What follows belongs to an exercise in optimizing a design on an open flow for small area; a production flow would make more cautious choices.
The RTL was checked by simulation tests, not by an equivalence proof against the original design.
No activity file was given, so power comes from the tool's default toggle rates.

## run A
==> flow/design.v (excerpt) <==
module multicycle_core #(
  parameter int                ADDR_W   = 32,
  parameter logic [ADDR_W-1:0] RESET_PC = '0
) (
  input  logic              clk,
  input  logic              rst,
  output logic              imem_req,
  output logic [ADDR_W-1:0] imem_addr,
  input  logic              imem_ready,
  input  logic [31:0]       imem_rdata,
  output logic              dmem_req,
  output logic              dmem_we,
  output logic [ADDR_W-1:0] dmem_addr,
  output logic [31:0]       dmem_wdata,
  input  logic              dmem_ready,
  input  logic [31:0]       dmem_rdata,
  output logic [ADDR_W-1:0] pc_out,
  output logic [31:0]       alu_result,
  output logic              retire,
  output logic              halted
);
export LEC_CHECK = 0
export ABC_AREA = 1
export CAP_MARGIN = 20
export CORE_MARGIN = 2
export CORE_UTILIZATION = 55
export PLACE_DENSITY = 0.65
export SLEW_MARGIN = 20
export SYNTH_HIERARCHICAL = 1
export SYNTH_MINIMUM_KEEP_SIZE = 0
create_clock -name core_clock -period 10.0 [get_ports {clk}]
standard.sh (not shown) runs the stock make flow with config.mk's settings and CLKGATE_MAP_FILE= SYNTH_SCRIPT=/design/flow/synth_recipe.tcl, a recipe that flattens the netlist after the stock synthesis.
==> flow/flow/run.sh <==
#!/bin/bash
# Standard ORFS layout, with the smallest buffer on the ports and a clock tree without dummy loads.
set -euo pipefail
export BUFFER_PORTS_ARGS="-buffer_cell sky130_fd_sc_hd__buf_1"
export CTS_ARGS="-sink_clustering_enable -repair_clock_nets -dont_use_dummy_load -buf_list {sky130_fd_sc_hd__clkbuf_4 sky130_fd_sc_hd__clkbuf_8} -sink_clustering_size 20 -sink_clustering_max_diameter 70"
bash standard.sh > standard.log 2>&1
Relative to run A, the following input files were edited for run B:
-- flow/flow/run.sh --
<<< run A, line 5
export CTS_ARGS="-sink_clustering_enable -repair_clock_nets -dont_use_dummy_load -buf_list {sky130_fd_sc_hd__clkbuf_4 sky130_fd_sc_hd__clkbuf_8} -sink_clustering_size 20 -sink_clustering_max_diameter 70"
>>> run B, line 5
export CTS_ARGS="-sink_clustering_enable -repair_clock_nets -dont_use_dummy_load -buf_list {sky130_fd_sc_hd__clkbuf_8 sky130_fd_sc_hd__clkbuf_16} -sink_clustering_size 24 -sink_clustering_max_diameter 50"
Results
Run B vs. run A: register-to-register slack climbed 0.08 ns, final cycle utilization of the critical path dropped 0.76 points.
Reported for run A and run B, top-level port count turned out identical to the last digit.
Run A and run B all finish clean.
Diff run A -> run B | total global routing track utilization | increase of 0.16 points
diff inputs: run B => run C
-- flow/flow/run.sh --
<<< run B, line 5
export CTS_ARGS="-sink_clustering_enable -repair_clock_nets -dont_use_dummy_load -buf_list {sky130_fd_sc_hd__clkbuf_8 sky130_fd_sc_hd__clkbuf_16} -sink_clustering_size 24 -sink_clustering_max_diameter 50"
>>> run C, line 5
export CTS_ARGS="-sink_clustering_enable -repair_clock_nets -dont_use_dummy_load -buf_list {sky130_fd_sc_hd__clkbuf_8} -sink_clustering_size 20 -sink_clustering_max_diameter 70"
-- flow/config.mk --
<<< run B, line 11
export CORE_UTILIZATION = 55
export PLACE_DENSITY = 0.65
>>> run C, line 11
export CORE_UTILIZATION = 50
export PLACE_DENSITY = 0.6
## What came out
Changes observed in run C relative to run B: count of plain and timing-repair buffers in the layout went up by 5, required arrival time at the worst endpoint climbed 0.08 ns, number of non-filler instances in the completed layout rose by 79, switching power total -0.059 mW, met3 demand-to-capacity share in global routing decreased by 1.3 points relative to the old numbers. Maximum VDD drop was lower in the run labelled run C. Slowest stage cell on the critical path = sky130_fd_sc_hd__fa_1: run C; slowest stage cell on the critical path = sky130_fd_sc_hd__clkinv_1: run B. Proportion of synthesized chip area in sequential cells: run C vs run B — no meaningful difference.
## Diff of input files: run D against run C
-- flow/config.mk --
<<< run C, line 9
export CAP_MARGIN = 20
>>> run D, line 9
export CAP_MARGIN = 5
<<< run C, line 11
export CORE_UTILIZATION = 50
export PLACE_DENSITY = 0.6
export SLEW_MARGIN = 20
>>> run D, line 11
export CORE_UTILIZATION = 55
export PLACE_DENSITY = 0.65
export SLEW_MARGIN = 5
Notes after the runs:
Run C → run D: maximum fanout along the worst path shrank by 8, utilization shows an increase of 5.1 points, setup slack of the critical path after layout shrank by 1.09 ns. Looking at final-layout worst hold slack across run C and run D, the one that comes out higher is run D. Against run C, maximum operating frequency in run D fell by more than 10%. On via count, run D does better than run C. [run D vs run C] vertical die dimension: lower in run D. The lower wire length of the first global-routing pass of run C and run D is in run C. Changes observed in run D relative to run C: area used by multi-input combinational logic ~0 delta, cell area after layout -130 µm², wire length on met3 +about 3.3%.
Here is what was changed in the inputs of run E compared with run D.
-- flow/config.mk --
<<< run D, line 9
export CAP_MARGIN = 5
>>> run E, line 9
export CAP_MARGIN = 20
<<< run D, line 13
export SLEW_MARGIN = 5
>>> run E, line 13
export SLEW_MARGIN = 20
==> notes.md <==
Run D: all stages complete, timing, DRC and antenna checks passed
Run E | stages: all done | timing, DRC, antenna: all pass
Looking at fmax, run E sits 5.1% above run D.
Power dissipated by switching net loads for run E is lower than for run D.
Between run D and run E, the design area figures differ only marginally.
Proportion of power drawn by combinational gates: run D vs run E — no meaningful difference
For run D, the critical path startpoint was state[3], unlike run E, where it was state[2].
Critical path's slowest cell: sky130_fd_sc_hd__a31oi_4 -> run E, sky130_fd_sc_hd__a31oi_2 -> run D
Delta (run E minus run D): worst setup slack after placement now sits higher; register-to-register slack now sits higher.
Run E vs run D: detailed-route wire length on metal 1 down by a few percent
On global-route usage, the lower figure sits with run E, not run D.
Setup slack in run E is larger than in run D.
Re final wirelength: run E and run D aren't equal, and the lower value belongs to run E.
Edits applied to the flow inputs when going from run E to run F:
-- flow/flow/run.sh --
<<< run E, line 5
export CTS_ARGS="-sink_clustering_enable -repair_clock_nets -dont_use_dummy_load -buf_list {sky130_fd_sc_hd__clkbuf_8} -sink_clustering_size 20 -sink_clustering_max_diameter 70"
>>> run F, line 5
export CTS_ARGS="-sink_clustering_enable -repair_clock_nets -dont_use_dummy_load -buf_list {sky130_fd_sc_hd__clkbuf_8} -sink_clustering_size 20 -sink_clustering_max_diameter 60 -sink_clustering_levels 2"
- Run F did not stop at any stage, and its layout met the timing, design-rule and antenna checks.
- Run E: PASS, flow complete, no timing, DRC or antenna violations
- Diff run E -> run F: max-capacitance violation count was more or less identical, cell count was more or less identical, total detailed-routing wirelength was more or less identical.
- The initial DRC count of run E and that of run F are within noise of each other.
- Global-route track usage on met1 of run F is on par with run E.
- Maximum frequency, run F and run E, lower one = run E.
- Run F -> run E: relative area of non-clock buffer cells in the final design flat

## separate check: timing with driven ports
Ports are ideal in the flow. The routed layouts listed here were re-timed in OpenROAD. Step 1, drivers: a clkbuf_16 drives clk and a buf_2 each remaining input, both assumed. Step 2 moves the port delays by t, midway between the first and last clock arrival at a register: inputs arrive t later, outputs are due t later. That takes back most of the time a late clock gives input paths. Slacks: no drivers / after step 1 / after step 2; pairs: no drivers / after step 1.
run | t (ns) | slack for setup (ns) | slew at the worst register clock pin (ns) | cell pins on the clock port's net
run A | 0.696 | 3.179 / 3.179 / 3.179 | 0.11 / 0.11 | 1
run B | 0.640 | 3.255 / 3.255 / 3.255 | 0.09 / 0.09 | 1
run C | 0.717 | 3.915 / 3.915 / 3.915 | 0.12 / 0.12 | 1
run D | 0.691 | 2.830 / 2.830 / 2.830 | 0.12 / 0.12 | 1
run E | 0.696 | 3.179 / 3.179 / 3.179 | 0.11 / 0.11 | 1
run F | 0.690 | 3.314 / 3.314 / 3.314 | 0.11 / 0.11 | 1
After both steps every run listed still meets setup and hold.
